What follows belongs to an exercise in optimizing a design on an open flow for small area and a short achievable clock period; a production flow would make more cautious choices. In this exercise RTL edits were held to simulation tests only and were not proved equivalent to the original.

==> design.v <==
package key_expansion_pkg;
    localparam int NR_DEFAULT = 10;
    function automatic logic [7:0] rcon_next(input logic [3:0] r);
        logic [7:0] val;
        val[0] = ~r[2] & ~r[1] & ~r[0];                      
        val[1] = r[3] | (~r[2] & ~r[1] & r[0]);              
        val[2] = (~r[2] & r[1] & ~r[0]) | (r[3] & r[0]);     
        val[3] = (~r[2] & r[1] & r[0]) | (r[3] & ~r[0]);     
        val[4] = r[3] | (r[2] & ~r[1] & ~r[0]);              
        val[5] = (r[2] & ~r[1] & r[0]) | (r[3] & r[0]);      
        val[6] = r[2] & r[1] & ~r[0];                        
        val[7] = r[2] & r[1] & r[0];                         
        rcon_next = val;
    endfunction
endpackage
module aes_sbox (
    input  logic [7:0] data,
    output logic [7:0] sub
);
    logic U0, U1, U2, U3, U4, U5, U6, U7;
    logic T1, T2, T3, T4, T5, T6, T7, T8, T9, T10, T11, T12;
    logic T13, T14, T15, T16, T17, T18, T19, T20, T21, T22, T23, T24;
    logic T25, T26, T27, M1, M2, M3, M4, M5, M6, M7, M8, M9;
    logic M10, M11, M12, M13, M14, M15, M16, M17, M18, M19, M20, M21;
    logic M22, M23, M24, M25, M26, M27, M28, M29, M30, M31, M32, M33;
    logic M34, M35, M36, M37, M38, M39, M40, M41, M42, M43, M44, M45;
    logic M46, M47, M48, M49, M50, M51, M52, M53, M54, M55, M56, M57;
    logic M58, M59, M60, M61, M62, M63, L0, L1, L2, L3, L4, L5;
    logic L6, L7, L8, L9, L10, L11, L12, L13, L14, L15, L16, L17;
    logic L18, L19, L20, L21, L22, L23, L24, L25, L26, L27, L28, L29;
    assign {U0, U1, U2, U3, U4, U5, U6, U7} = data;
    assign T1 = U0 ^ U3;
    assign T2 = U0 ^ U5;
    assign T3 = U0 ^ U6;
    assign T4 = U3 ^ U5;
    assign T5 = U4 ^ U6;
    assign T6 = T1 ^ T5;
    assign T7 = U1 ^ U2;
    assign T8 = U7 ^ T6;
    assign T9 = U7 ^ T7;
    assign T10 = T6 ^ T7;
    assign T11 = U1 ^ U5;
    assign T12 = U2 ^ U5;
    assign T13 = T3 ^ T4;
    assign T14 = T6 ^ T11;
    assign T15 = T5 ^ T11;
    assign T16 = T5 ^ T12;
    assign T17 = T9 ^ T16;
    assign T18 = U3 ^ U7;
    assign T19 = T7 ^ T18;
    assign T20 = T1 ^ T19;
    assign T21 = U6 ^ U7;
    assign T22 = T7 ^ T21;
    assign T23 = T2 ^ T22;
    assign T24 = T2 ^ T10;
    assign T25 = T20 ^ T17;
    assign T26 = T3 ^ T16;
    assign T27 = T1 ^ T12;
    assign M1 = T13 & T6;
    assign M2 = T23 & T8;
    assign M3 = T14 ^ M1;
    assign M4 = T19 & U7;
    assign M5 = M4 ^ M1;
    assign M6 = T3 & T16;
    assign M7 = T22 & T9;
    assign M8 = T26 ^ M6;
    assign M9 = T20 & T17;
    assign M10 = M9 ^ M6;
    assign M11 = T1 & T15;
    assign M12 = T4 & T27;
    assign M13 = M12 ^ M11;
    assign M14 = T2 & T10;
    assign M15 = M14 ^ M11;
    assign M16 = M3 ^ M2;
    assign M17 = M5 ^ T24;
    assign M18 = M8 ^ M7;
    assign M19 = M10 ^ M15;
    assign M20 = M16 ^ M13;
    assign M21 = M17 ^ M15;
    assign M22 = M18 ^ M13;
    assign M23 = M19 ^ T25;
    assign M24 = M22 ^ M23;
    assign M25 = M22 & M20;
    assign M26 = M21 ^ M25;
    assign M27 = M20 ^ M21;
    assign M28 = M23 ^ M25;
    assign M29 = M28 & M27;
    assign M30 = M26 & M24;
    assign M31 = M20 & M23;
    assign M32 = M27 & M31;
    assign M33 = M27 ^ M25;
    assign M34 = M21 & M22;
    assign M35 = M24 & M34;
    assign M36 = M24 ^ M25;
    assign M37 = M21 ^ M29;
    assign M38 = M32 ^ M33;
    assign M39 = M23 ^ M30;
    assign M40 = M35 ^ M36;
    assign M41 = M38 ^ M40;
    assign M42 = M37 ^ M39;
    assign M43 = M37 ^ M38;
    assign M44 = M39 ^ M40;
    assign M45 = M42 ^ M41;
    assign M46 = M44 & T6;
    assign M47 = M40 & T8;
    assign M48 = M39 & U7;
    assign M49 = M43 & T16;
    assign M50 = M38 & T9;
    assign M51 = M37 & T17;
    assign M52 = M42 & T15;
    assign M53 = M45 & T27;
    assign M54 = M41 & T10;
    assign M55 = M44 & T13;
    assign M56 = M40 & T23;
    assign M57 = M39 & T19;
    assign M58 = M43 & T3;
    assign M59 = M38 & T22;
    assign M60 = M37 & T20;
    assign M61 = M42 & T1;
    assign M62 = M45 & T4;
    assign M63 = M41 & T2;
    assign L0 = M61 ^ M62;
    assign L1 = M50 ^ M56;
    assign L2 = M46 ^ M48;
    assign L3 = M47 ^ M55;
    assign L4 = M54 ^ M58;
    assign L5 = M49 ^ M61;
    assign L6 = M62 ^ L5;
    assign L7 = M46 ^ L3;
    assign L8 = M51 ^ M59;
    assign L9 = M52 ^ M53;
    assign L10 = M53 ^ L4;
    assign L11 = M60 ^ L2;
    assign L12 = M48 ^ M51;
    assign L13 = M50 ^ L0;
    assign L14 = M52 ^ M61;
    assign L15 = M55 ^ L1;
    assign L16 = M56 ^ L0;
    assign L17 = M57 ^ L1;
    assign L18 = M58 ^ L8;
    assign L19 = M63 ^ L4;
    assign L20 = L0 ^ L1;
    assign L21 = L1 ^ L7;
    assign L22 = L3 ^ L12;
    assign L23 = L18 ^ L2;
    assign L24 = L15 ^ L9;
    assign L25 = L6 ^ L10;
    assign L26 = L7 ^ L9;
    assign L27 = L8 ^ L10;
    assign L28 = L11 ^ L14;
    assign L29 = L11 ^ L17;
    assign sub[7] = L6 ^ L24;
    assign sub[6] = ~(L16 ^ L26);
    assign sub[5] = ~(L19 ^ L28);
    assign sub[4] = L6 ^ L21;
    assign sub[3] = L20 ^ L22;
    assign sub[2] = L25 ^ L29;
    assign sub[1] = ~(L13 ^ L27);
    assign sub[0] = ~(L6 ^ L23);
endmodule
module key_expansion
#(
    parameter int NR = key_expansion_pkg::NR_DEFAULT
) (
    input  logic            clk,
    input  logic            rst_n,
    input  logic            start_in,
    input  logic [31:0]     K0_in,
    input  logic [31:0]     K1_in,
    input  logic [31:0]     K2_in,
    input  logic [31:0]     K3_in,
    input  logic            ready_in,
    output logic [31:0]     D0_out,
    output logic [31:0]     D1_out,
    output logic [31:0]     D2_out,
    output logic [31:0]     D3_out,
    output logic            valid_out,
    output logic [3:0]      round_out,
    output logic            busy_out,
    output logic            done_out
);
    logic        valid_q, done_q;
    logic [31:0] w0_q, w1_q, w2_q, w3_q;
    logic [3:0]  round_q;
    logic [31:0] sub_word;
    logic [31:0] t_word;
    logic [31:0] rc_word;
    logic [31:0] p0, p1, p2, p3;
    logic [31:0] sel_ld, sel_adv, sel_hold;
    logic [3:0]  round_d;
    logic        last;
    for (genvar i = 0; i < 4; i++) begin : g_sbox
        aes_sbox u_sbox (
            .data (w3_q[(8*i + 24) % 32 +: 8]),
            .sub  (sub_word[8*i +: 8])
        );
    end
    assign rc_word  = {key_expansion_pkg::rcon_next(round_q), 24'h000000};
    assign p0       = w0_q ^ rc_word;
    assign p1       = p0 ^ w1_q;
    assign p2       = p1 ^ w2_q;
    assign p3       = p2 ^ w3_q;
    assign sel_ld   = {32{~valid_q}};
    assign sel_adv  = {32{valid_q & ready_in}};
    assign sel_hold = {32{valid_q & ~ready_in}};
    assign t_word   = sel_adv & sub_word;       
    assign last     = round_q[3] & round_q[1];    
    assign round_d  = ({4{valid_q & ready_in}} & (round_q + 4'd1))
                    | ({4{valid_q & ~ready_in}} & round_q);
    always_ff @(posedge clk or negedge rst_n) begin
        if (!rst_n) begin
            valid_q <= 1'b0;
            done_q  <= 1'b0;
        end else begin
            valid_q <= valid_q ? !(ready_in && last) : start_in;
            done_q  <= valid_q && ready_in && last;
        end
    end
    always_ff @(posedge clk) begin
        w0_q    <= (valid_q ? (ready_in ? p0 : w0_q) : K0_in) ^ t_word;
        w1_q    <= (valid_q ? (ready_in ? p1 : w1_q) : K1_in) ^ t_word;
        w2_q    <= (valid_q ? (ready_in ? p2 : w2_q) : K2_in) ^ t_word;
        w3_q    <= (valid_q ? (ready_in ? p3 : w3_q) : K3_in) ^ t_word;
        round_q <= round_d;
    end
    assign D0_out    = w0_q;
    assign D1_out    = w1_q;
    assign D2_out    = w2_q;
    assign D3_out    = w3_q;
    assign round_out = round_q;
    assign valid_out = valid_q;
    assign busy_out  = valid_q;
    assign done_out  = done_q;
endmodule
==> flow/run.sh <==
#!/bin/bash
# Layout flow: the standard ORFS flow (standard.sh), with extra make variables from
# flow/make_args.txt (one VAR=value per line) and, if flow/abc.script exists, that ABC
# script in place of ORFS's abc_speed.script and abc_area.script (a copy of ORFS's scripts folder is used).
# Each ORFS step writes its own log under orfs/logs/; make's output goes to make.log.
set -euo pipefail
HERE=$(pwd)
ARGS=()
if [[ -f flow/abc.script ]]; then
  rm -rf "$HERE/scripts"
  cp -r "$FLOW_HOME/scripts" "$HERE/scripts"
  cp flow/abc.script "$HERE/scripts/abc_speed.script"
  cp flow/abc.script "$HERE/scripts/abc_area.script"
  ARGS+=("SCRIPTS_DIR=$HERE/scripts")
fi
if [[ -f flow/make_args.txt ]]; then
  while IFS= read -r line; do
    [[ -n "$line" && "$line" != \#* ]] && ARGS+=("$line")
  done < flow/make_args.txt
fi
echo "make args: ${ARGS[*]}" > make.log
bash standard.sh "${ARGS[@]}" finish >> make.log 2>&1
==> flow/abc.script <==
strash
dch
map -D 3000
topo
stime -c
buffer -c
upsize -c
dnsize -c
==> flow/make_args.txt <==
ABC_CLOCK_PERIOD_IN_PS=3000
CORE_UTILIZATION=30
SETUP_SLACK_MARGIN=12.5
BUFFER_PORTS_ARGS=-buffer_cell sky130_fd_sc_hd__buf_1
CTS_BUF_LIST=sky130_fd_sc_hd__clkbuf_8
==> standard.sh <==
#!/bin/bash
# synth_recipe.tcl (not shown) runs the flow's synth.tcl, then flattens the netlist and writes it again
# the make line also repeats each setting of config.mk as NAME=value (left out here)
make -C /OpenROAD-flow-scripts/flow DESIGN_CONFIG=/design/flow/config.mk WORK_HOME=/design/flow/orfs CLKGATE_MAP_FILE= SYNTH_SCRIPT=/design/flow/synth_recipe.tcl "${@:-finish}"
==> config.mk <==
export PLATFORM = sky130hd
export DESIGN_NAME = key_expansion
export DESIGN_NICKNAME = key_expansion
export VERILOG_FILES = /design/flow/design.v
export SDC_FILE = /design/flow/constraint.sdc
export NUM_CORES = 4
export LEC_CHECK = 0
export CAP_MARGIN = 20
export CORE_MARGIN = 2
export CORE_UTILIZATION = 40
export SLEW_MARGIN = 20
==> constraint.sdc <==
create_clock -name core_clock -period 17.0 [get_ports {clk}]
set_input_delay 3.4000 -clock core_clock [delete_from_list [all_inputs] [get_ports {clk}]]
set_output_delay 3.4000 -clock core_clock [all_outputs]
set_load 0.01 [all_outputs]
==> implementation parameters, run 1 <==
Parameter                              Value

Floorplan
  Top-level I/O count    267
  Starting density of the core    0.303
  Core region area    37500 um^2
  Vertical die dimension    198 um
  Die Width    198 um
  Row count    71
  Die Outline Area    39400 um^2

Routing
  Number of vias per cell    4.64
  DRC errors left    0
  Post-DRT Antenna Nets    0
  Drt initial violations    516
  Total Wirelength    36.3 mm
  Total via count after detailed routing    10600
  Post-DR wirelength/cell    15.9 um
  First drt pass iteration count    5

Clocking
  Clock latency on the worst-skew pair    490 ps
  Number of sinks driven by the clock tree    134
  Max clock buf depth    2
  Number of H-tree branching levels    4
  CTS buffer count    17
  Buffer cell driving the clock tree root    sky130_fd_sc_hd__clkbuf_8
  Clock tree from TritonCTS    yes
  CTS Hold Bufs    0
  Register clock-pin slew on the reported worst setup and hold paths    90 ps

Setup path
  Data arrival time of the critical path    1140 ps
  Required @ worst endpoint    13600 ps
  Number of buffer and inverter instances along the worst setup path    1
  Type of element capturing the critical path    primary output
  Crit start category    flop
  Crit-path leading delay family    flip-flops
  Crit path kind    reg -> out
  Peak fanout along the critical path    3
  Worst stage delay on the critical path    520 ps
  Critical path cell sequence    clkbuf_2
  Standard cell with the maximum stage delay on the critical path    sky130_fd_sc_hd__dfrtp_4

Logic synthesis
  Number of flops mapped to enable cells by yosys    0
  Seq cells post-synth    134
  Netlist Area Pre-Place    11300 um^2
  Fraction of registers with async set or reset after synthesis    0.0149
  Syn_area_per_cell    7.67 um^2
  Area leader, netlist    sky130_fd_sc_hd__dfxtp_1
  Yosys warns    1
  Portion of the post-synthesis area used by sequential elements    0.237
  Fraction of post-synthesis cell area in the top cell type by area    0.233
  Area contributors post-synth    sky130_fd_sc_hd__dfxtp_1 23%, sky130_fd_sc_hd__xor2_1 19%, sky130_fd_sc_hd__xnor2_1 12%, sky130_fd_sc_hd__nand2_1 9.0%, sky130_fd_sc_hd__a21oi_1 4.8%
  Primary flip-flop cell chosen by synthesis mapping    sky130_fd_sc_hd__dfxtp_1
  Synth Instances    1480
  Count of cell types in the netlist    54

Timing
  Min cycle time layout    4540 ps
  Setup clock skew after layout    24.2 ps
  Final setup margin    12460 ps
  Hold Violations, Final    0
  Final Cycle Share    0.267
  Setup-violating endpoint count in the final report    0
  Slew headroom    0.488
  Worst Max-Slew Pin Slew    768 ps
  Final Max Slew Viols    0
  Final TNS setup    0 ps
  Unrepaired setup endpoints after global routing    true
  Maximum clock frequency    220 MHz
  Min Hold Slack    613 ps

Global route
  Total global routing track utilization    0.179
  GRT overflow    0
  Wire length of the first global-routing pass    55.1 mm
  Pin count of the biggest net entering global routing    63
  Number of global-route vias before repair    10200
  Number of antenna violations at the first check in global routing    0

Finish
  Share of final-layout standard cells stronger than drive strength 1    0.220
  Final-stage net count    1909
  P&R area growth vs syn    28.2%
  Antenna diodes    0
  Post-route cell area    14600 um^2

Place
  HPWL after DPL    27.1 mm
  Placer's final routability congestion estimate    0.885
  Setup Slack @ Placement    10850 ps
  Count of input and output buffers    266
  Instance area at placement    12800 um^2

Status
  Run status    finished clean

Job
  Max cap viols    0

Hold path
  Class of the tightest hold or removal check    reg -> reg
-- final timing paths --
kind	slack, ps	startpoint	endpoint	cells past startpoint
setup / recovery	12460	valid_q$_DFF_PN0_	valid_out	1
min in group asynchronous	2680	rst_n	valid_q$_DFF_PN0_	1
setup reg to reg	12710	w3_q[5]$_DFF_P_	w3_q[11]$_DFF_P_	23
hold / removal	610	w0_q[11]$_DFF_P_	w0_q[11]$_DFF_P_	2
hold reg to reg	610	w0_q[11]$_DFF_P_	w0_q[11]$_DFF_P_	2
max in group asynchronous	14170	rst_n	valid_q$_DFF_PN0_	1
-- cells in the final DEF, fill, tap and decap left out, types with 16 or more instances in the layout --
cell type,count
sky130_fd_sc_hd__inv_1,100
sky130_fd_sc_hd__nand2_2,26
sky130_fd_sc_hd__buf_4,47
sky130_fd_sc_hd__inv_2,22
sky130_fd_sc_hd__buf_2,38
sky130_fd_sc_hd__dfxtp_4,16
sky130_fd_sc_hd__nor2_1,39
sky130_fd_sc_hd__xor2_1,215
sky130_fd_sc_hd__clkbuf_8,17
sky130_fd_sc_hd__buf_1,200
sky130_fd_sc_hd__nand3_1,18
sky130_fd_sc_hd__mux2i_1,32
sky130_fd_sc_hd__o21ai_2,23
sky130_fd_sc_hd__dfxtp_2,38
sky130_fd_sc_hd__dfxtp_1,78
sky130_fd_sc_hd__o221ai_1,25
sky130_fd_sc_hd__xor2_2,34
sky130_fd_sc_hd__clkbuf_2,26
sky130_fd_sc_hd__o22ai_1,17
sky130_fd_sc_hd__xnor2_1,141
sky130_fd_sc_hd__xnor2_2,19
sky130_fd_sc_hd__o21ai_0,95
sky130_fd_sc_hd__a21oi_1,106
sky130_fd_sc_hd__nand2_1,255
-- registers in the layout (all words and copies together), names as in the netlist --
signal	cells
w0_q	32
w1_q	32
w2_q	32
w3_q	32
round_q	4
done_q	1
valid_q	1
-- layout make-up --
class	instances	area, um^2
sequential	134	2800
fill	3895	22900
clock buffer	17	234
timing repair inverter	1	7.51
multi-input combinational	1172	8590
tap	511	639
timing repair buffer	316	1540
inverter	126	508
clock inverter	14	224
-- layer usage --
metal / wire, um / track usage / up-vias
li1: - / - / 5341
met5: 0 / 0 / -
met2: 17500 / 0.306 / 263
met4: 722 / 0.0544 / 0
met3: 1620 / 0.0329 / 37
met1: 16500 / 0.229 / 4987
-- synthesized netlist by cell type, types with 11 or more instances --
cell type                    n
sky130_fd_sc_hd__a21oi_1   109
sky130_fd_sc_hd__clkbuf_1   39
sky130_fd_sc_hd__dfxtp_1   132
sky130_fd_sc_hd__inv_1     104
sky130_fd_sc_hd__inv_2      22
sky130_fd_sc_hd__mux2i_1    32
sky130_fd_sc_hd__nand2_1   272
sky130_fd_sc_hd__nand2_2    12
sky130_fd_sc_hd__nand3_1    18
sky130_fd_sc_hd__nor2_1     45
sky130_fd_sc_hd__o21ai_0    95
sky130_fd_sc_hd__o21ai_1    11
sky130_fd_sc_hd__o21ai_2    22
sky130_fd_sc_hd__o221ai_1   25
sky130_fd_sc_hd__o22ai_1    17
sky130_fd_sc_hd__xnor2_1   154
sky130_fd_sc_hd__xnor2_2    14
sky130_fd_sc_hd__xor2_1    241
sky130_fd_sc_hd__xor2_2     12
-- what timing repair did --
action / CTS / global route
setup buffers: 19 / 24
resized for setup: 113 / 139
cloned: 2 / 1
setup endpoints to repair: 192 / 170
pin swaps: 2 / 28
-- through the flow --
step	instances	utilization
3_3_place_gp	2214	0.343
4_1_cts	2266	0.366
5_1_grt	2291	0.388
6_report	2291	0.388
3_5_place_dp	2214	0.343
2_1_floorplan	1480	-
-- cells by family after synthesis --
logic type                 share of synthesized area
AOI/OAI and AO/OA                              0.165
muxes                                         0.0282
adders and majority gates                    0.00992
xor gates and xnor gates                       0.352
buffers and inverters                         0.0588
and+or+nand+nor                                0.149
DFF                                            0.237
==> run 2: changes to the inputs <==
==> flow/make_args.txt (replaced) <==
ABC_CLOCK_PERIOD_IN_PS=3000
CORE_UTILIZATION=40
SETUP_SLACK_MARGIN=12.5
BUFFER_PORTS_ARGS=-buffer_cell sky130_fd_sc_hd__buf_1
CTS_BUF_LIST=sky130_fd_sc_hd__clkbuf_8
==> run 2 against run 1 <==
  * Hold slack worse by 16 ps
  * Worst setup slack got worse by 98 ps
  * Still clean
  * Largest cell class unchanged
  * Clock skew is 12 ps lower
==> implementation parameters, run 2 <==
Parameter                              Value

Routing
  Number of vias per cell    5.06
  Drt initial violations    536
  Total via count after detailed routing    11000
  Post-DRT Antenna Nets    0
  DRC errors left    0
  First drt pass iteration count    5
  Post-DR wirelength/cell    17.6 um
  Total Wirelength    38.3 mm

Logic synthesis
  Most frequent cell after synthesis    sky130_fd_sc_hd__nand2_1
  Syn_area_per_cell    7.67 um^2
  Primary flip-flop cell chosen by synthesis mapping    sky130_fd_sc_hd__dfxtp_1
  Yosys warns    1
  Synth Instances    1480
  Seq cells post-synth    134
  Post-synth top cells    272 x sky130_fd_sc_hd__nand2_1, 241 x sky130_fd_sc_hd__xor2_1, 154 x sky130_fd_sc_hd__xnor2_1
  Fraction of post-synthesis cell area in the top cell type by area    0.233
  Area leader, netlist    sky130_fd_sc_hd__dfxtp_1
  Netlist Area Pre-Place    11300 um^2
  Area contributors post-synth    sky130_fd_sc_hd__dfxtp_1 23%, sky130_fd_sc_hd__xor2_1 19%, sky130_fd_sc_hd__xnor2_1 12%, sky130_fd_sc_hd__nand2_1 9.0%, sky130_fd_sc_hd__a21oi_1 4.8%
  Number of flops mapped to enable cells by yosys    0
  Fraction of registers with async set or reset after synthesis    0.0149
  Portion of the post-synthesis area used by sequential elements    0.237
  Count of cell types in the netlist    54

Finish
  Number of fill cells    2681
  Commonest non-fill, non-tap cell in the layout    sky130_fd_sc_hd__nand2_1
  Final-stage net count    1919
  Cell Count, Final, Fillers Out    2169
  Storage cell area    2790 um^2
  Antenna diodes    0
  Commonest cells after routing, fill and taps aside    258 x sky130_fd_sc_hd__nand2_1, 236 x sky130_fd_sc_hd__buf_1, 210 x sky130_fd_sc_hd__xor2_1
  P&R area growth vs syn    28.9%
  Share of final-layout standard cells stronger than drive strength 1    0.198
  Area occupied by multi-input gates    8670 um^2

Timing
  Min cycle time layout    4640 ps
  Setup clock skew after layout    12.0 ps
  Worst Max-Slew Pin Slew    1060 ps
  Final TNS setup    0 ps
  Hold Violations, Final    0
  Setup-violating endpoint count in the final report    0
  Slew headroom    0.295
  Final Cycle Share    0.273
  Unrepaired setup endpoints after global routing    true
  Final Max Slew Viols    0
  Maximum clock frequency    215 MHz

Global route
  Met2 usage    0.419
  GRT overflow    0
  Pin count of the biggest net entering global routing    90
  Wire length of the first global-routing pass    55.7 mm
  GRT busiest layer    met2
  Number of global-route vias before repair    10500
  Number of antenna violations at the first check in global routing    0
  Met1 track demand over resource in global routing    0.308
  Total global routing track utilization    0.243
  Routing usage on met3    0.0446

Hold path
  Cell depth of the worst min-delay path    2
  Origin of the worst min-delay path    round_q[3]$_DFF_P_
  Hold path endpoint    round_q[3]$_DFF_P_
  Class of the tightest hold or removal check    reg -> reg

Floorplan
  Core region area    27900 um^2
  Die Outline Area    29700 um^2
  Row count    61
  Top-level I/O count    267
  Vertical die dimension    172 um
  Starting density of the core    0.407
  Die Width    172 um

Clocking
  Clock tree from TritonCTS    yes
  CTS buffer count    17
  Number of sinks driven by the clock tree    134
  CTS Hold Bufs    0
  Register clock-pin slew on the reported worst setup and hold paths    80 ps
  Number of H-tree branching levels    4
  Max clock buf depth    2
  Buffer cell driving the clock tree root    sky130_fd_sc_hd__clkbuf_8
  Clock latency on the worst-skew pair    470 ps

Setup path
  Logic depth of the worst register-to-register path    23
  Launching point of the worst reg2reg path    w3_q[9]$_DFF_P_
  Required @ worst endpoint    13600 ps
  Peak fanout along the critical path    4
  Capture instance of the worst register-to-register path    w1_q[19]$_DFF_P_
  Data arrival time of the critical path    1240 ps
  Type of element capturing the critical path    primary output
  Worst reg-to-reg setup slack    12630 ps
  Crit start category    flop
  Crit path kind    reg -> out

Job
  Max cap viols    0

Place
  HPWL after DPL    25.5 mm
  Count of input and output buffers    266
  Post-Place Cells    2080
  Placer's final routability congestion estimate    0.891

Status
  Run status    finished clean
[run 2: final cells by class]
class,instances,share of cell area
multi-input combinational,1172,0.592
sequential,134,0.191
timing repair buffer,325,0.117
inverter,126,0.0339
tap,378,0.0323
clock buffer,22,0.0207
clock inverter,10,0.0115
timing repair inverter,2,0.000941
[run 2: metrics by stage]
stage / instance area [um^2] / setup slack [ps] / hold slack (ps) / utilization
global route: 14600 / 12340 / 623 / 0.525
finish: 14600 / 12360 / 597 / 0.525
detailed placement: 12700 / 10930 / 615 / 0.455
floorplan: 11400 / 12530 / 570 / -
global placement: 12700 / 10980 / 605 / 0.455
CTS: 13700 / 12340 / 595 / 0.491
[run 2: worst max-delay path by stage]
stage,slack (ps),from,end
global placement,10980,ready_in,w0_q[24]$_DFF_P_
CTS,12340,valid_q$_DFF_PN0_,valid_out
floorplan,12530,ready_in,w3_q[29]$_DFF_P_
global route,12340,valid_q$_DFF_PN0_,valid_out
detailed placement,10930,ready_in,w1_q[24]$_DFF_P_
finish,12360,valid_q$_DFF_PN0_,valid_out
[run 2: cells by family after synthesis]
| logic type | after synthesis | synth area share |
|---|---|---|
| xor gates and xnor gates | 425 | 0.352 |
| and+or+nand+nor | 394 | 0.149 |
| AOI/OAI and AO/OA | 312 | 0.165 |
| adders and majority gates | 9 | 0.00992 |
| DFF | 134 | 0.237 |
| buffers and inverters | 174 | 0.0588 |
| muxes | 32 | 0.0282 |
[run 2: worst max-delay path: stages, from the launching register on]
cell	delay, ps
sky130_fd_sc_hd__dfrtp_4	510
sky130_fd_sc_hd__buf_16	150
sky130_fd_sc_hd__buf_6	110
[run 2: timing repair]
item / in CTS / in global routing
cloned: 5 / 2
buffers inserted: 13 / 37
gates resized for setup: 83 / 132
endpoints found under the setup margin: 165 / 158
pin swaps: 4 / 42
[run 2: layer usage]
metal | part of all wire | vias to the layer above
li1 | - | 5369
met1 | 0.43 | 5193
met3 | 0.060 | 51
met2 | 0.48 | 362
met5 | 0 | -
met4 | 0.022 | 0
==> run 3: changes to the inputs <==
==> flow/make_args.txt (replaced) <==
ABC_CLOCK_PERIOD_IN_PS=3000
CORE_UTILIZATION=50
SETUP_SLACK_MARGIN=12.5
BUFFER_PORTS_ARGS=-buffer_cell sky130_fd_sc_hd__buf_1
CTS_BUF_LIST=sky130_fd_sc_hd__clkbuf_8
REMOVE_ABC_BUFFERS=1
==> run 3 against run 2 <==
  * Count of clock-buffer cells in the layout shrank 5
  * Global-route usage grew 3.4 points
  * Maximum frequency grew 1.1%
  * Wire length shrank 9.8%
==> implementation parameters, run 3 <==
Parameter                              Value

Status
  Run status    finished clean

Floorplan
  Starting density of the core    0.506
  Top-level I/O count    267
  Die Width    155 um
  Die Outline Area    23900 um^2
  Core region area    22400 um^2
  Vertical die dimension    155 um
  Row count    55

Logic synthesis
  Fraction of registers with async set or reset after synthesis    0.0149
  Most frequent cell after synthesis    sky130_fd_sc_hd__nand2_1
  Yosys warns    1
  Portion of the post-synthesis area used by sequential elements    0.237
  Syn_area_per_cell    7.67 um^2
  Netlist Area Pre-Place    11300 um^2
  Post-synth top cells    272 x sky130_fd_sc_hd__nand2_1, 241 x sky130_fd_sc_hd__xor2_1, 154 x sky130_fd_sc_hd__xnor2_1
  Synth Instances    1480
  Number of flops mapped to enable cells by yosys    0
  Fraction of post-synthesis cell area in the top cell type by area    0.233
  Area leader, netlist    sky130_fd_sc_hd__dfxtp_1
  Count of cell types in the netlist    54
  Area contributors post-synth    sky130_fd_sc_hd__dfxtp_1 23%, sky130_fd_sc_hd__xor2_1 19%, sky130_fd_sc_hd__xnor2_1 12%, sky130_fd_sc_hd__nand2_1 9.0%, sky130_fd_sc_hd__a21oi_1 4.8%
  Seq cells post-synth    134
  Primary flip-flop cell chosen by synthesis mapping    sky130_fd_sc_hd__dfxtp_1

Global route
  Wire length of the first global-routing pass    52.9 mm
  GRT overflow    0
  Number of global-route vias before repair    10200
  Total global routing track utilization    0.276
  Pin count of the biggest net entering global routing    90
  Number of antenna violations at the first check in global routing    0

Hold path
  Hold path endpoint    done_q$_DFF_PN0_
  Class of the tightest hold or removal check    reg -> reg
  Origin of the worst min-delay path    round_q[3]$_DFF_P_
  Cell depth of the worst min-delay path    2

Timing
  Unrepaired setup endpoints after global routing    true
  Final Cycle Share    0.270
  Hold Violations, Final    0
  Min cycle time layout    4590 ps
  Final Max Slew Viols    0
  Slew headroom    0.306
  Final TNS setup    0 ps
  Setup-violating endpoint count in the final report    0
  Setup clock skew after layout    19.7 ps
  Worst Max-Slew Pin Slew    1040 ps
  Min Hold Slack    593 ps
  Maximum clock frequency    218 MHz

Clocking
  Register clock-pin slew on the reported worst setup and hold paths    90 ps
  Buffer cell driving the clock tree root    sky130_fd_sc_hd__clkbuf_8
  Clock tree from TritonCTS    yes
  CTS buffer count    17
  Number of sinks driven by the clock tree    134
  Number of H-tree branching levels    4
  Max clock buf depth    2
  Clock latency on the worst-skew pair    460 ps

Routing
  Total via count after detailed routing    10700
  Post-DR wirelength/cell    16.7 um
  Post-DRT Antenna Nets    0
  Drt initial violations    672
  First drt pass iteration count    5
  Total Wirelength    34.5 mm
  DRC errors left    0
  Number of vias per cell    5.20

Setup path
  Crit start category    flop
  Required @ worst endpoint    13600 ps
  Peak fanout along the critical path    4
  Critical path depth    1
  Number of buffer and inverter instances along the worst setup path    1
  Logic depth of the worst register-to-register path    22
  Standard cell with the maximum stage delay on the critical path    sky130_fd_sc_hd__dfrtp_4
  Worst stage delay on the critical path    560 ps
  Type of element capturing the critical path    primary output
  Critical path cell sequence    clkbuf_2
  Crit-path leading delay family    flip-flops
  Launching point of the worst reg2reg path    w3_q[18]$_DFF_P_
  Capture instance of the worst register-to-register path    w3_q[30]$_DFF_P_
  Crit path kind    reg -> out
  Data arrival time of the critical path    1190 ps
  Worst reg-to-reg setup slack    12730 ps

Finish
  P&R area growth vs syn    25.8%
  Commonest non-fill, non-tap cell in the layout    sky130_fd_sc_hd__buf_1
  Final-stage net count    1907
  Commonest cells after routing, fill and taps aside    258 x sky130_fd_sc_hd__buf_1, 257 x sky130_fd_sc_hd__nand2_1, 205 x sky130_fd_sc_hd__xor2_1
  Share of final-layout standard cells stronger than drive strength 1    0.179
  Antenna diodes    0

Place
  Count of input and output buffers    266
  Placer's final routability congestion estimate    0.899
  HPWL after DPL    24.5 mm

Job
  Max cap viols    0
==> run 3: changes by cell type in the layout (fill, tap and decap cells not counted), moves of 5 or more <==
cell / change
sky130_fd_sc_hd__buf_2: -9
sky130_fd_sc_hd__dfxtp_1: +10
sky130_fd_sc_hd__dfxtp_4: -6
sky130_fd_sc_hd__inv_6: +5
sky130_fd_sc_hd__buf_4: -5
sky130_fd_sc_hd__buf_1: +22
sky130_fd_sc_hd__a21oi_1: -5
sky130_fd_sc_hd__xor2_1: -5
sky130_fd_sc_hd__clkbuf_2: -11
sky130_fd_sc_hd__a21oi_2: +5
sky130_fd_sc_hd__clkbuf_8: -5
==> run 3: logic make-up after synthesis <==
logic type | Yosys count | share of synthesized area
multiplexers | 32 | 0.0282
XOR/XNOR | 425 | 0.352
AND/OR/NAND/NOR | 394 | 0.149
adder cells (fa/ha/maj) | 9 | 0.00992
buffers and inverters | 174 | 0.0588
AO/OA/AOI/OAI | 312 | 0.165
flip-flops | 134 | 0.237
==> run 3: how the worst max path moves through the flow <==
stage | end | from | slack [ps]
2_1_floorplan | w0_q[0]$_DFF_P_ | valid_q$_DFF_PN0_ | 9920
3_3_place_gp | w0_q[24]$_DFF_P_ | ready_in | 10910
4_1_cts | valid_out | valid_q$_DFF_PN0_ | 12380
5_1_grt | busy_out | valid_q$_DFF_PN0_ | 12380
6_report | busy_out | valid_q$_DFF_PN0_ | 12410
3_5_place_dp | w2_q[24]$_DFF_P_ | ready_in | 10860
==> run 3: final cells by class <==
cell class,instances,area [um^2]
tap,285,357
timing repair inverter,1,7.51
clock buffer,17,234
sequential,134,2770
multi-input combinational,1172,8700
fill,2056,8150
timing repair buffer,314,1500
inverter,126,495
clock inverter,15,224
==> run 3: repair_timing <==
| action | in CTS | in global routing |
|---|---|---|
| buffers inserted | 11 | 29 |
| pin swaps | 6 | 35 |
| resized for setup | 64 | 113 |
| endpoints found under the hold margin | 0 | 0 |
| gates cloned | 2 | 2 |
| endpoints found under the setup margin | 157 | 143 |
| hold buffers | 0 | 0 |
==> run 3: layer usage <==
metal	global-route usage	part of all wire	wire length (um)	vias to the layer above
li1	-	-	-	5333
met1	0.380	0.46	15800	4972
met2	0.445	0.45	15500	388
met3	0.0468	0.070	2430	50
met4	0.0842	0.024	828	0
met5	0	0	0	-
==> run 3: through the flow <==
step / worst slack (ps) / utilization / std cells / cell area (um^2)
2_1_floorplan: 9920 / - / 1432 / 11200
3_3_place_gp: 10910 / 0.560 / 1988 / 12600
3_5_place_dp: 10860 / 0.560 / 1988 / 12600
4_1_cts: 12380 / 0.599 / 2033 / 13400
5_1_grt: 12380 / 0.637 / 2064 / 14300
6_report: 12410 / 0.637 / 2064 / 14300
==> run 4: changes to the inputs <==
==> flow/abc.script (replaced) <==
strash
dch
map -D 3000
topo
stime -c
==> flow/make_args.txt (replaced) <==
ABC_CLOCK_PERIOD_IN_PS=3000
CORE_UTILIZATION=50
SETUP_SLACK_MARGIN=12.5
BUFFER_PORTS_ARGS=-buffer_cell sky130_fd_sc_hd__buf_1
CTS_BUF_LIST=sky130_fd_sc_hd__clkbuf_8
==> run 4 against run 3 <==
  * Critical path depth did not move
  * Still clean
  * Final cell count rose by 0.34%
  * Non-clock buffer count rose by 19
  * Final area rose by 0.28%
  * First-iteration DRC count fell by 15%
  * Hold slack got worse by 31 ps
  * Wire length fell by 0.61%
==> implementation parameters, run 4 <==
Parameter                              Value

Status
  Run status    finished clean

Timing
  Final Cycle Share    0.268
  Final TNS setup    0 ps
  Min cycle time layout    4550 ps
  Setup-violating endpoint count in the final report    0
  Maximum clock frequency    220 MHz
  Worst Max-Slew Pin Slew    885 ps
  Setup clock skew after layout    26.3 ps
  Slew headroom    0.410
  Unrepaired setup endpoints after global routing    true
  Final Max Slew Viols    0
  Hold Violations, Final    0

Setup path
  Crit start category    flop
  Worst stage delay on the critical path    540 ps
  Type of element capturing the critical path    primary output
  Required @ worst endpoint    13600 ps
  Peak fanout along the critical path    3
  Logic depth of the worst register-to-register path    23
  Crit path kind    reg -> out
  Number of buffer and inverter instances along the worst setup path    1
  Critical path cell sequence    buf_6
  Crit-path leading delay family    flip-flops
  Critical path depth    1
  Standard cell with the maximum stage delay on the critical path    sky130_fd_sc_hd__dfrtp_4
  Data arrival time of the critical path    1150 ps

Floorplan
  Die Width    150 um
  Top-level I/O count    267
  Die Outline Area    22600 um^2
  Vertical die dimension    150 um
  Core region area    21000 um^2
  Starting density of the core    0.509
  Row count    53

Finish
  Cell Count, Final, Fillers Out    2071
  Final standard cell utilization of the core    0.681
  Final-stage net count    1926
  Share of final-layout standard cells stronger than drive strength 1    0.211
  Antenna diodes    0
  P&R area growth vs syn    33.9%
  Commonest non-fill, non-tap cell in the layout    sky130_fd_sc_hd__buf_1
  Post-route cell area    14300 um^2
  Commonest cells after routing, fill and taps aside    256 x sky130_fd_sc_hd__buf_1, 246 x sky130_fd_sc_hd__nand2_1, 218 x sky130_fd_sc_hd__xor2_1

Place
  HPWL after DPL    23.3 mm
  Count of input and output buffers    266
  Placer's final routability congestion estimate    0.900
  Post-Place Cells    1979
  Instance area at placement    12300 um^2

Routing
  Number of vias per cell    5.25
  First drt pass iteration count    7
  Post-DRT Antenna Nets    0
  DRC errors left    0
  Post-DR wirelength/cell    16.6 um
  Total via count after detailed routing    10900
  Total Wirelength    34.3 mm
  Drt initial violations    574

Clocking
  Register clock-pin slew on the reported worst setup and hold paths    80 ps
  CTS Hold Bufs    0
  Clock tree from TritonCTS    yes
  Max clock buf depth    2
  CTS buffer count    17
  Number of sinks driven by the clock tree    134
  Buffer cell driving the clock tree root    sky130_fd_sc_hd__clkbuf_8
  Clock latency on the worst-skew pair    480 ps
  Number of H-tree branching levels    4

Logic synthesis
  Fraction of post-synthesis cell area in the top cell type by area    0.247
  Fraction of registers with async set or reset after synthesis    0.0149
  Area leader, netlist    sky130_fd_sc_hd__dfxtp_1
  Count of cell types in the netlist    29
  Synth Instances    1433
  Most frequent cell after synthesis    sky130_fd_sc_hd__nand2_1
  Number of flops mapped to enable cells by yosys    0
  Post-synth top cells    285 x sky130_fd_sc_hd__nand2_1, 255 x sky130_fd_sc_hd__xor2_1, 170 x sky130_fd_sc_hd__xnor2_1
  Yosys warns    1
  Netlist Area Pre-Place    10700 um^2
  Syn_area_per_cell    7.46 um^2
  Seq cells post-synth    134
  Primary flip-flop cell chosen by synthesis mapping    sky130_fd_sc_hd__dfxtp_1
  Portion of the post-synthesis area used by sequential elements    0.252
  Area contributors post-synth    sky130_fd_sc_hd__dfxtp_1 25%, sky130_fd_sc_hd__xor2_1 21%, sky130_fd_sc_hd__xnor2_1 14%, sky130_fd_sc_hd__nand2_1 10%, sky130_fd_sc_hd__o21ai_0 6.0%

Global route
  Wire length of the first global-routing pass    51.4 mm
  Pin count of the biggest net entering global routing    62
  Total global routing track utilization    0.290
  Number of antenna violations at the first check in global routing    0
  Number of global-route vias before repair    9983
  GRT overflow    0

Hold path
  Class of the tightest hold or removal check    reg -> reg
  Cell depth of the worst min-delay path    2

Job
  Max cap viols    0
-- run 4: routing by layer --
layer	up-vias	global-route usage	share of wire
met5	-	0	0
met4	0	0.0717	0.018
met3	44	0.0418	0.058
met2	336	0.494	0.48
met1	5065	0.386	0.45
li1	5418	-	-
-- run 4: kinds of logic (layout without fill, tap and decap cells) --
family | Yosys count | in the layout | share of synthesized area
AO/OA/AOI/OAI | 312 | 312 | 0.163
XOR/XNOR | 425 | 425 | 0.348
buffers and inverters | 127 | 490 | 0.0449
AND/OR/NAND/NOR | 394 | 394 | 0.151
multiplexers | 32 | 32 | 0.0300
flip-flops | 134 | 134 | 0.252
adder cells (fa/ha/maj) | 9 | 9 | 0.0105
-- run 4: worst paths after layout --
path | startpoint | to | slack [ps]
worst max-delay path | valid_q$_DFF_PN0_ | busy_out | 12450
worst min-delay path | round_q[3]$_DFF_P_ | round_q[3]$_DFF_P_ | 560
worst max register to register | w3_q[13]$_DFF_P_ | w0_q[18]$_DFF_P_ | 12630
worst min register to register | round_q[3]$_DFF_P_ | round_q[3]$_DFF_P_ | 560
max in group asynchronous | rst_n | valid_q$_DFF_PN0_ | 14160
min in group asynchronous | rst_n | valid_q$_DFF_PN0_ | 2700
-- run 4: repair_timing --
action	in CTS	in global routing
setup buffers	33	26
resized for setup	110	175
setup endpoints to repair	158	146
pin swaps	26	58
gates cloned	2	1
-- run 4: worst reg2reg max path: stages (launching register included) --
cell and delay [ps]:
sky130_fd_sc_hd__dfxtp_2 370, sky130_fd_sc_hd__clkinv_1 130, sky130_fd_sc_hd__nand2_1 100, sky130_fd_sc_hd__and2_2 180, sky130_fd_sc_hd__nand2_1 50, sky130_fd_sc_hd__and2_4 170
sky130_fd_sc_hd__xor2_2 180, sky130_fd_sc_hd__ha_1 310, sky130_fd_sc_hd__xor2_1 160, sky130_fd_sc_hd__xor2_1 290, sky130_fd_sc_hd__xnor2_2 190, sky130_fd_sc_hd__inv_2 80
sky130_fd_sc_hd__o211ai_1 190, sky130_fd_sc_hd__nand2_2 130, sky130_fd_sc_hd__clkinv_1 90, sky130_fd_sc_hd__nand2_1 100, sky130_fd_sc_hd__nand2_4 120, sky130_fd_sc_hd__xor2_2 200
sky130_fd_sc_hd__nand2_2 120, sky130_fd_sc_hd__xnor2_2 240, sky130_fd_sc_hd__xor2_1 250, sky130_fd_sc_hd__a21oi_1 70, sky130_fd_sc_hd__nand3b_1 310, sky130_fd_sc_hd__xor2_1 230
-- run 4: stage by stage --
stage | worst slack [ps] | hold slack [ps]
final | 12450 | 562
after global routing | 12390 | 577
after CTS | 12420 | 567
after detailed placement | 11410 | 554
after global placement | 11470 | 554
after floorplan | 12030 | 541
-- run 4: area by class of cell --
class / instances / area (um^2)
Timing Repair inverter: 1 / 16.3
Sequential cell: 134 / 2790
Multi-Input combinational cell: 1172 / 8650
Inverter: 126 / 536
Fill cell: 1857 / 6700
Timing Repair Buffer: 333 / 1650
Tap cell: 275 / 344
Clock inverter: 13 / 111
Clock buffer: 17 / 234
==> run 5: changes to the inputs <==
==> flow/abc.script (replaced) <==
strash
dch
map -D 3000
topo
stime -c
buffer -c
upsize -c
dnsize -c
==> flow/make_args.txt (replaced) <==
ABC_CLOCK_PERIOD_IN_PS=3000
CORE_UTILIZATION=50
SETUP_SLACK_MARGIN=12.5
BUFFER_PORTS_ARGS=-buffer_cell sky130_fd_sc_hd__buf_1
CTS_BUF_LIST=sky130_fd_sc_hd__clkbuf_8
PLACE_DENSITY=0.45
==> run 5 against run 4 <==
  * Final cell count about the same
  * Die area is 6.0% higher
  * Critical path type unchanged
  * Clock skew fell by 12 ps
  * Highest routed layer unchanged
  * First-iteration DRC count increased by 3.8%
  * Hold slack gained 25 ps
  * Critical path depth stayed put
  * Maximum frequency barely moved
  * Worst setup slack gained 3.9 ps
  * Final area rose by 1.1%
  * Synthesized cell count is 3.3% higher
  * Via count decreased by 1.4%
==> implementation parameters, run 5 <==
Parameter                              Value

Routing
  Number of vias per cell    5.17
  DRC errors left    0
  Total Wirelength    36.7 mm
  Post-DRT Antenna Nets    0
  First drt pass iteration count    7
  Total via count after detailed routing    10700
  Post-DR wirelength/cell    17.7 um
  Drt initial violations    596

Floorplan
  Starting density of the core    0.506
  Vertical die dimension    155 um
  Row count    55
  Top-level I/O count    267
  Core region area    22400 um^2
  Die Outline Area    23900 um^2
  Die Width    155 um

Place
  Post-Place Cells    1988
  Count of input and output buffers    266
  HPWL after DPL    26.3 mm
  Instance area at placement    12600 um^2
  Placer's final routability congestion estimate    0.905

Logic synthesis
  Count of cell types in the netlist    54
  Area contributors post-synth    sky130_fd_sc_hd__dfxtp_1 23%, sky130_fd_sc_hd__xor2_1 19%, sky130_fd_sc_hd__xnor2_1 12%, sky130_fd_sc_hd__nand2_1 9.0%, sky130_fd_sc_hd__a21oi_1 4.8%
  Fraction of post-synthesis cell area in the top cell type by area    0.233
  Primary flip-flop cell chosen by synthesis mapping    sky130_fd_sc_hd__dfxtp_1
  Number of flops mapped to enable cells by yosys    0
  Fraction of registers with async set or reset after synthesis    0.0149
  Most frequent cell after synthesis    sky130_fd_sc_hd__nand2_1
  Seq cells post-synth    134
  Syn_area_per_cell    7.67 um^2
  Synth Instances    1480
  Portion of the post-synthesis area used by sequential elements    0.237
  Yosys warns    1
  Area leader, netlist    sky130_fd_sc_hd__dfxtp_1
  Post-synth top cells    272 x sky130_fd_sc_hd__nand2_1, 241 x sky130_fd_sc_hd__xor2_1, 154 x sky130_fd_sc_hd__xnor2_1
  Netlist Area Pre-Place    11300 um^2

Clocking
  Register clock-pin slew on the reported worst setup and hold paths    90 ps
  Number of H-tree branching levels    4
  Clock latency on the worst-skew pair    470 ps
  Clock tree from TritonCTS    yes
  Max clock buf depth    2
  Buffer cell driving the clock tree root    sky130_fd_sc_hd__clkbuf_8
  Number of sinks driven by the clock tree    134
  CTS buffer count    17
  CTS Hold Bufs    0

Setup path
  Number of buffer and inverter instances along the worst setup path    1
  Standard cell with the maximum stage delay on the critical path    sky130_fd_sc_hd__dfrtp_4
  Required @ worst endpoint    13600 ps
  Crit start category    flop
  Worst reg-to-reg setup slack    12640 ps
  Crit-path leading delay family    flip-flops
  Worst stage delay on the critical path    530 ps
  Crit path kind    reg -> out
  Data arrival time of the critical path    1150 ps
  Logic depth of the worst register-to-register path    23
  Critical path cell sequence    clkbuf_2
  Capture instance of the worst register-to-register path    w0_q[28]$_DFF_P_
  Peak fanout along the critical path    3
  Critical path startpoint    valid_q$_DFF_PN0_
  Type of element capturing the critical path    primary output
  Launching point of the worst reg2reg path    w3_q[22]$_DFF_P_

Global route
  GRT overflow    0
  Number of antenna violations at the first check in global routing    2
  Total global routing track utilization    0.300
  Pin count of the biggest net entering global routing    51
  Wire length of the first global-routing pass    55.8 mm
  Number of global-route vias before repair    10200

Timing
  Unrepaired setup endpoints after global routing    true
  Min Hold Slack    587 ps
  Worst Max-Slew Pin Slew    656 ps
  Slew headroom    0.563
  Hold Violations, Final    0
  Final TNS setup    0 ps
  Maximum clock frequency    220 MHz
  Final Max Slew Viols    0
  Setup-violating endpoint count in the final report    0
  Min cycle time layout    4550 ps
  Setup clock skew after layout    14.0 ps
  Final Cycle Share    0.267

Finish
  Storage cell area    2780 um^2
  P&R area growth vs syn    27.6%
  Number of fill cells    2062
  Final-stage net count    1914
  Commonest cells after routing, fill and taps aside    257 x sky130_fd_sc_hd__nand2_1, 244 x sky130_fd_sc_hd__buf_1, 208 x sky130_fd_sc_hd__xor2_1
  Area occupied by multi-input gates    8770 um^2
  Final standard cell utilization of the core    0.646
  Commonest non-fill, non-tap cell in the layout    sky130_fd_sc_hd__nand2_1
  Share of final-layout standard cells stronger than drive strength 1    0.197
  Post-route cell area    14500 um^2
  Cell Count, Final, Fillers Out    2072

Status
  Run status    finished clean

Hold path
  Origin of the worst min-delay path    round_q[3]$_DFF_P_
  Cell depth of the worst min-delay path    2
  Class of the tightest hold or removal check    reg -> reg
  Hold path endpoint    round_q[3]$_DFF_P_

Job
  Max cap viols    0
-- run 5: layer usage --
layer | wire length [um] | global-route usage | up-vias
met4 | 949 | 0.0996 | 0
li1 | - | - | 5363
met1 | 16000 | 0.386 | 4995
met5 | 0 | 0 | -
met3 | 1660 | 0.0462 | 48
met2 | 18100 | 0.515 | 307
-- run 5: cell type report --
type | count | share of cell area
repair buffers | 321 | 0.113
clock inverters | 12 | 0.0123
inverters | 126 | 0.0336
multi-input cells | 1172 | 0.606
diodes | 2 | 0.000346
flip-flops and latches | 134 | 0.192
clock buffers | 19 | 0.0181
repair inverters | 1 | 0.000518
well taps | 285 | 0.0246
-- run 5: how the worst max path moves through the flow --
stage | slack, ps | cells past startpoint | endpoint
6_report | 12450 | 1 | busy_out
5_1_grt | 12390 | 1 | busy_out
4_1_cts | 12420 | 1 | busy_out
3_5_place_dp | 11230 | 8 | w0_q[24]$_DFF_P_
3_3_place_gp | 11270 | 8 | w1_q[24]$_DFF_P_
2_1_floorplan | 12530 | 7 | w3_q[29]$_DFF_P_
-- run 5: per-stage QoR --
stage / worst slack [ps]
2_1_floorplan: 12530
3_3_place_gp: 11270
3_5_place_dp: 11230
4_1_cts: 12420
5_1_grt: 12390
6_report: 12450
-- run 5: what timing repair did --
| action | CTS | global route |
|---|---|---|
| setup buffers | 21 | 26 |
| pin swaps | 8 | 33 |
| resized for setup | 70 | 147 |
| hold endpoints to repair | 0 | 0 |
| endpoints found under the setup margin | 158 | 168 |
| gates cloned | 4 | 0 |
-- run 5: logic make-up (layout without fill, tap and decap cells) --
logic type	count (synthesis)	count (layout)	share of synthesized area
AOI/OAI and AO/OA	312	312	0.165
xor gates and xnor gates	425	425	0.352
adders and majority gates	9	9	0.00992
buffers and inverters	174	479	0.0588
DFF	134	134	0.237
muxes	32	32	0.0282
other	0	2	0
and+or+nand+nor	394	394	0.149
==> run 6: changes to the inputs <==
==> flow/make_args.txt (replaced) <==
ABC_CLOCK_PERIOD_IN_PS=3000
CORE_UTILIZATION=50
SETUP_SLACK_MARGIN=12.5
BUFFER_PORTS_ARGS=-buffer_cell sky130_fd_sc_hd__buf_1
CTS_BUF_LIST=sky130_fd_sc_hd__clkbuf_8
PLACE_DENSITY=0.75
==> run 6 against run 5 <==
  * Wire length decreased by 3.4%
  * Synthesized cell count unchanged
  * Still clean on timing, DRC and antenna
  * Count of clock-buffer cells in the layout did not move
  * Global-route usage down 2.5 points
==> implementation parameters, run 6 <==
Parameter                              Value

Finish
  Post-route cell area    14100 um^2
  Share of final-layout standard cells stronger than drive strength 1    0.175
  Cell Count, Final, Fillers Out    2066
  Final-stage net count    1910
  Final standard cell utilization of the core    0.630
  Storage cell area    2780 um^2
  Area occupied by multi-input gates    8560 um^2
  Antenna diodes    0
  P&R area growth vs syn    24.6%
  Commonest non-fill, non-tap cell in the layout    sky130_fd_sc_hd__nand2_1
  Commonest cells after routing, fill and taps aside    262 x sky130_fd_sc_hd__nand2_1, 255 x sky130_fd_sc_hd__buf_1, 212 x sky130_fd_sc_hd__xor2_1
  Number of fill cells    1911

Global route
  Number of global-route vias before repair    10400
  Wire length of the first global-routing pass    52.6 mm
  Number of antenna violations at the first check in global routing    0
  GRT overflow    0
  Pin count of the biggest net entering global routing    75
  Total global routing track utilization    0.275

Timing
  Slew headroom    0.354
  Final Max Slew Viols    0
  Unrepaired setup endpoints after global routing    true
  Final setup margin    12480 ps
  Setup clock skew after layout    17.9 ps
  Min cycle time layout    4520 ps
  Setup-violating endpoint count in the final report    0
  Maximum clock frequency    221 MHz
  Min Hold Slack    619 ps
  Final TNS setup    0 ps
  Hold Violations, Final    0
  Final Cycle Share    0.266
  Worst Max-Slew Pin Slew    969 ps

Clocking
  Max clock buf depth    2
  CTS Hold Bufs    0
  Number of H-tree branching levels    4
  Clock tree from TritonCTS    yes
  Clock latency on the worst-skew pair    470 ps
  Register clock-pin slew on the reported worst setup and hold paths    80 ps
  CTS buffer count    17
  Number of sinks driven by the clock tree    134
  Buffer cell driving the clock tree root    sky130_fd_sc_hd__clkbuf_8

Place
  Instance area at placement    12600 um^2
  Count of input and output buffers    266
  HPWL after DPL    24.6 mm
  Placer's final routability congestion estimate    0.929
  Setup Slack @ Placement    10830 ps
  Post-Place Cells    1988

Routing
  First drt pass iteration count    5
  Total via count after detailed routing    11200
  Number of vias per cell    5.40
  Post-DRT Antenna Nets    0
  DRC errors left    0
  Total Wirelength    35.5 mm
  Drt initial violations    1004
  Post-DR wirelength/cell    17.2 um

Logic synthesis
  Count of cell types in the netlist    54
  Fraction of post-synthesis cell area in the top cell type by area    0.233
  Yosys warns    1
  Area contributors post-synth    sky130_fd_sc_hd__dfxtp_1 23%, sky130_fd_sc_hd__xor2_1 19%, sky130_fd_sc_hd__xnor2_1 12%, sky130_fd_sc_hd__nand2_1 9.0%, sky130_fd_sc_hd__a21oi_1 4.8%
  Most frequent cell after synthesis    sky130_fd_sc_hd__nand2_1
  Area leader, netlist    sky130_fd_sc_hd__dfxtp_1
  Post-synthesis share of cell area spent on and, or, nand and nor gates    0.149
  Number of flops mapped to enable cells by yosys    0
  Compound-cell area share of the yosys netlist    0.165
  Post-synth top cells    272 x sky130_fd_sc_hd__nand2_1, 241 x sky130_fd_sc_hd__xor2_1, 154 x sky130_fd_sc_hd__xnor2_1
  Adder and majority cell fraction of the synthesized area    0.00992
  Main combinational cell family by area after synthesis    XOR/XNOR gates
  Seq cells post-synth    134
  Synthesized-area fraction occupied by xor and xnor cells    0.352
  Primary flip-flop cell chosen by synthesis mapping    sky130_fd_sc_hd__dfxtp_1
  Synth Instances    1480
  Netlist Area Pre-Place    11300 um^2
  Syn_area_per_cell    7.67 um^2
  Portion of the post-synthesis area used by sequential elements    0.237
  Fraction of registers with async set or reset after synthesis    0.0149
  Multiplexer area fraction after synthesis    0.0282

Setup path
  Type of element capturing the critical path    primary output
  Number of buffer and inverter instances along the worst setup path    1
  Required @ worst endpoint    13600 ps
  Data arrival time of the critical path    1120 ps
  Crit path kind    reg -> out
  Standard cell with the maximum stage delay on the critical path    sky130_fd_sc_hd__dfrtp_4
  Peak fanout along the critical path    3
  Critical path cell sequence    buf_6
  Worst stage delay on the critical path    520 ps
  Crit start category    flop
  Crit-path leading delay family    flip-flops

Hold path
  Class of the tightest hold or removal check    reg -> reg

Status
  Run status    finished clean

Floorplan
  Core region area    22400 um^2
  Top-level I/O count    267
  Die Outline Area    23900 um^2
  Die Width    155 um
  Vertical die dimension    155 um
  Starting density of the core    0.506
  Row count    55

Job
  Max cap viols    0
[run 6: cell counts after synthesis]
No cell type changed its count.
[run 6: final cells by class]
type | instances | area share
Tap cell | 285 | 0.0252
Timing Repair inverter | 1 | 0.000531
Clock inverter | 12 | 0.00911
Timing Repair Buffer | 317 | 0.110
Multi-Input combinational cell | 1172 | 0.605
Inverter | 126 | 0.0342
Sequential cell | 134 | 0.197
Clock buffer | 19 | 0.0185
[run 6: timing repair]
action / in CTS / in global routing
setup buffers: 15 / 28
pin swaps: 2 / 44
setup endpoints to repair: 159 / 151
gates cloned: 4 / 0
resized for setup: 66 / 105
[run 6: final timing paths]
| check | startpoint | to | slack, ps | cells past startpoint |
|---|---|---|---|---|
| setup reg to reg | w3_q[10]$_DFF_P_ | w1_q[18]$_DFF_P_ | 12580 | 20 |
| min in group asynchronous | rst_n | valid_q$_DFF_PN0_ | 2710 | 1 |
| setup / recovery | valid_q$_DFF_PN0_ | busy_out | 12480 | 1 |
| hold / removal | round_q[2]$_DFF_P_ | round_q[2]$_DFF_P_ | 620 | 2 |
| hold reg to reg | round_q[2]$_DFF_P_ | round_q[2]$_DFF_P_ | 620 | 2 |
| max in group asynchronous | rst_n | valid_q$_DFF_PN0_ | 14140 | 1 |
[run 6: tightest hold or removal path: cells and delay by family (launching register included)]
kind	cells	cell delay [ps]
flip-flops	1	330
buffers and inverters	1	150
AO/OA/AOI/OAI	1	90
[run 6: kinds of logic after synthesis]
logic type / count (synthesis)
and+or+nand+nor: 394
AOI/OAI and AO/OA: 312
muxes: 32
buffers and inverters: 174
xor gates and xnor gates: 425
adders and majority gates: 9
DFF: 134
[run 6: per-layer routing]
metal  wire (um)  global-route usage  vias up  part of all wire
met5           0                   0        -                 0
met4         668              0.0838        0             0.019
met3        2210              0.0485       62             0.062
met2       18000               0.491      442              0.51
met1       14600               0.337     5312              0.41
li1            -                   -     5348                 -
==> run 7: changes to the inputs <==
==> flow/make_args.txt (replaced) <==
ABC_CLOCK_PERIOD_IN_PS=3000
CORE_UTILIZATION=50
SETUP_SLACK_MARGIN=12.35
BUFFER_PORTS_ARGS=-buffer_cell sky130_fd_sc_hd__buf_1
CTS_BUF_LIST=sky130_fd_sc_hd__clkbuf_8
==> run 7 against run 6 <==
  * Die area is the same
  * Critical path type unchanged
  * Sequential share of layout area rose by 0.37 points
==> implementation parameters, run 7 <==
Parameter                              Value

Floorplan
  Top-level I/O count    267
  Die Outline Area    23900 um^2
  Row count    55
  Die Width    155 um
  Core region area    22400 um^2
  Vertical die dimension    155 um
  Starting density of the core    0.506

Routing
  Total via count after detailed routing    10500
  Post-DRT Antenna Nets    0
  Total Wirelength    34.0 mm
  First drt pass iteration count    5
  Post-DR wirelength/cell    16.6 um
  Number of vias per cell    5.16

Clocking
  Number of sinks driven by the clock tree    134
  Clock latency on the worst-skew pair    450 ps
  Buffer cell driving the clock tree root    sky130_fd_sc_hd__clkbuf_8
  Max clock buf depth    2
  Clock tree from TritonCTS    yes
  Number of H-tree branching levels    4

Setup path
  Critical path cell sequence    buf_1
  Type of element capturing the critical path    primary output
  Standard cell with the maximum stage delay on the critical path    sky130_fd_sc_hd__dfxtp_2
  Data arrival time of the critical path    1170 ps
  Crit start category    flop
  Peak fanout along the critical path    5
  Crit path kind    reg -> out

Timing
  Maximum clock frequency    219 MHz
  Final Cycle Share    0.269
  Min cycle time layout    4570 ps
  Final Max Slew Viols    0
  Hold Violations, Final    0
  Slew headroom    0.447
  Worst Max-Slew Pin Slew    830 ps
  Setup-violating endpoint count in the final report    0

Logic synthesis
  Multiplexer area fraction after synthesis    0.0282
  Netlist Area Pre-Place    11300 um^2
  Most frequent cell after synthesis    sky130_fd_sc_hd__nand2_1
  Synth Instances    1480
  Yosys warns    1
  Fraction of post-synthesis cell area in the top cell type by area    0.233
  Post-synth top cells    272 x sky130_fd_sc_hd__nand2_1, 241 x sky130_fd_sc_hd__xor2_1, 154 x sky130_fd_sc_hd__xnor2_1
  Area leader, netlist    sky130_fd_sc_hd__dfxtp_1
  Area contributors post-synth    sky130_fd_sc_hd__dfxtp_1 23%, sky130_fd_sc_hd__xor2_1 19%, sky130_fd_sc_hd__xnor2_1 12%, sky130_fd_sc_hd__nand2_1 9.0%, sky130_fd_sc_hd__a21oi_1 4.8%
  Number of flops mapped to enable cells by yosys    0
  Synthesized-area fraction occupied by xor and xnor cells    0.352
  Adder and majority cell fraction of the synthesized area    0.00992
  Main combinational cell family by area after synthesis    XOR/XNOR gates
  Post-synthesis share of cell area spent on and, or, nand and nor gates    0.149
  Count of cell types in the netlist    54
  Fraction of registers with async set or reset after synthesis    0.0149

Status
  Run status    finished clean

Place
  Placer's final routability congestion estimate    0.891
  Count of input and output buffers    266
  HPWL after DPL    25.2 mm

Finish
  Share of final-layout standard cells stronger than drive strength 1    0.139
  Commonest cells after routing, fill and taps aside    265 x sky130_fd_sc_hd__buf_1, 264 x sky130_fd_sc_hd__nand2_1, 218 x sky130_fd_sc_hd__xor2_1
  Final-stage net count    1886

Global route
  GRT overflow    0
  Number of antenna violations at the first check in global routing    1
  Pin count of the biggest net entering global routing    70
  Number of global-route vias before repair    10100
  Wire length of the first global-routing pass    53.2 mm

Hold path
  Class of the tightest hold or removal check    reg -> reg
[run 7: path summary, 6_finish.rpt]
path	startpoint	end	slack, ps	cells past startpoint
worst max-delay path	w3_q[0]$_DFF_P_	D3_out[0]	12430	1
worst min-delay path	round_q[3]$_DFF_P_	round_q[3]$_DFF_P_	620	2
worst max register to register	w3_q[23]$_DFF_P_	w3_q[26]$_DFF_P_	12640	22
worst min register to register	round_q[3]$_DFF_P_	round_q[3]$_DFF_P_	620	2
max in group asynchronous	rst_n	valid_q$_DFF_PN0_	14120	1
min in group asynchronous	rst_n	done_q$_DFF_PN0_	2730	1
[run 7: per-stage QoR]
stage	std cells	utilization	area (um^2)	worst slack [ps]	hold WS [ps]
3_5_place_dp	1987	0.560	12600	10990	609
4_1_cts	2031	0.585	13100	12360	619
2_1_floorplan	1480	-	11300	12370	570
6_report	2045	0.608	13600	12430	625
3_3_place_gp	1987	0.560	12600	11000	601
5_1_grt	2043	0.607	13600	12300	645
[run 7: kinds of logic (layout without fill, tap and decap cells)]
logic type	count (synthesis)	count (layout)
adders and majority gates	9	9
AOI/OAI and AO/OA	312	312
muxes	32	32
DFF	134	134
buffers and inverters	174	452
other	0	2
and+or+nand+nor	394	394
xor gates and xnor gates	425	425
[run 7: what timing repair did]
action	CTS	global route
gates resized for setup	17	84
setup endpoints to repair	136	135
buffers inserted	10	12
cloned	2	0
pin swaps	1	25
[run 7: worst reg2reg max path: stages, from the launching register on]
cell and delay, ps:
sky130_fd_sc_hd__dfxtp_2 440, sky130_fd_sc_hd__inv_1 120, sky130_fd_sc_hd__nand2_1 110, sky130_fd_sc_hd__and2_1 150
sky130_fd_sc_hd__nand2_1 50, sky130_fd_sc_hd__and2_2 200, sky130_fd_sc_hd__xnor2_1 200, sky130_fd_sc_hd__ha_1 280
sky130_fd_sc_hd__xnor2_1 180, sky130_fd_sc_hd__xor2_1 250, sky130_fd_sc_hd__xor2_2 250, sky130_fd_sc_hd__inv_1 110
sky130_fd_sc_hd__o21ai_1 210, sky130_fd_sc_hd__a21boi_2 130, sky130_fd_sc_hd__or2_1 260, sky130_fd_sc_hd__nand2_1 120
sky130_fd_sc_hd__nor2_4 60, sky130_fd_sc_hd__xor2_4 270, sky130_fd_sc_hd__xnor2_4 140, sky130_fd_sc_hd__or2_1 240
sky130_fd_sc_hd__nand3b_1 100, sky130_fd_sc_hd__nand3_2 190, sky130_fd_sc_hd__xor2_1 200
[run 7: area by class of cell]
| type | count | area (um^2) |
|---|---|---|
| clock inverters | 14 | 104 |
| repair buffers | 293 | 1290 |
| well taps | 285 | 357 |
| fillers | 2107 | 8800 |
| clock buffers | 18 | 248 |
| multi-input cells | 1172 | 8410 |
| flip-flops and latches | 134 | 2730 |
| inverters | 126 | 484 |
| repair inverters | 1 | 7.51 |
| diodes | 2 | 5.00 |
[run 7: metal layers]
metal | up-vias | part of all wire | global-route usage
li1 | 5298 | - | -
met1 | 4924 | 0.46 | 0.368
met2 | 281 | 0.48 | 0.476
met3 | 42 | 0.042 | 0.0446
met4 | 0 | 0.023 | 0.0776
met5 | - | 0 | 0

[static timing again, ports no longer ideal]
No port has a modelled driver above. Below, the same layouts with a new extraction and two added sets of constraints. Step 1 (the two cells are an assumption about what drives the block):
set clk [get_ports {clk}]
set_driving_cell -lib_cell sky130_fd_sc_hd__clkbuf_16 $clk
set_driving_cell -lib_cell sky130_fd_sc_hd__buf_2 [delete_from_list [all_inputs] $clk]
Step 2, shift: input delay + t, output delay - t, t = (earliest + latest rising clock arrival at the registers) / 2. This alone moves slack from input paths to output paths. Three values: no drivers, after step 1, after step 2; two values: the first two.
run | shift t [ns] | setup slack, ns | clock arrival spread, ns | worst slew at a driven data input, ns | cell pins on the clock port's net
run 1 | 0.518 | 12.457 / 12.414 / 12.052 | 0.024 / 0.024 | 0.06 | 1
run 2 | 0.509 | 12.360 / 12.318 / 11.946 | 0.012 / 0.012 | 0.16 | 1
run 3 | 0.494 | 12.410 / 12.367 / 11.896 | 0.021 / 0.021 | 0.16 | 1
run 4 | 0.512 | 12.450 / 12.403 / 12.042 | 0.027 / 0.027 | 0.07 | 1
run 5 | 0.505 | 12.453 / 12.408 / 12.070 | 0.014 / 0.014 | 0.08 | 1
run 6 | 0.508 | 12.482 / 12.428 / 11.920 | 0.018 / 0.019 | 0.14 | 1
run 7 | 0.488 | 12.433 / 12.391 / 11.973 | 0.017 / 0.017 | 0.09 | 1
After both steps every run listed still meets setup and hold. The setup slack of run 6, which loses most, moves by -0.054 ns with the drivers and by -0.562 ns with both steps.
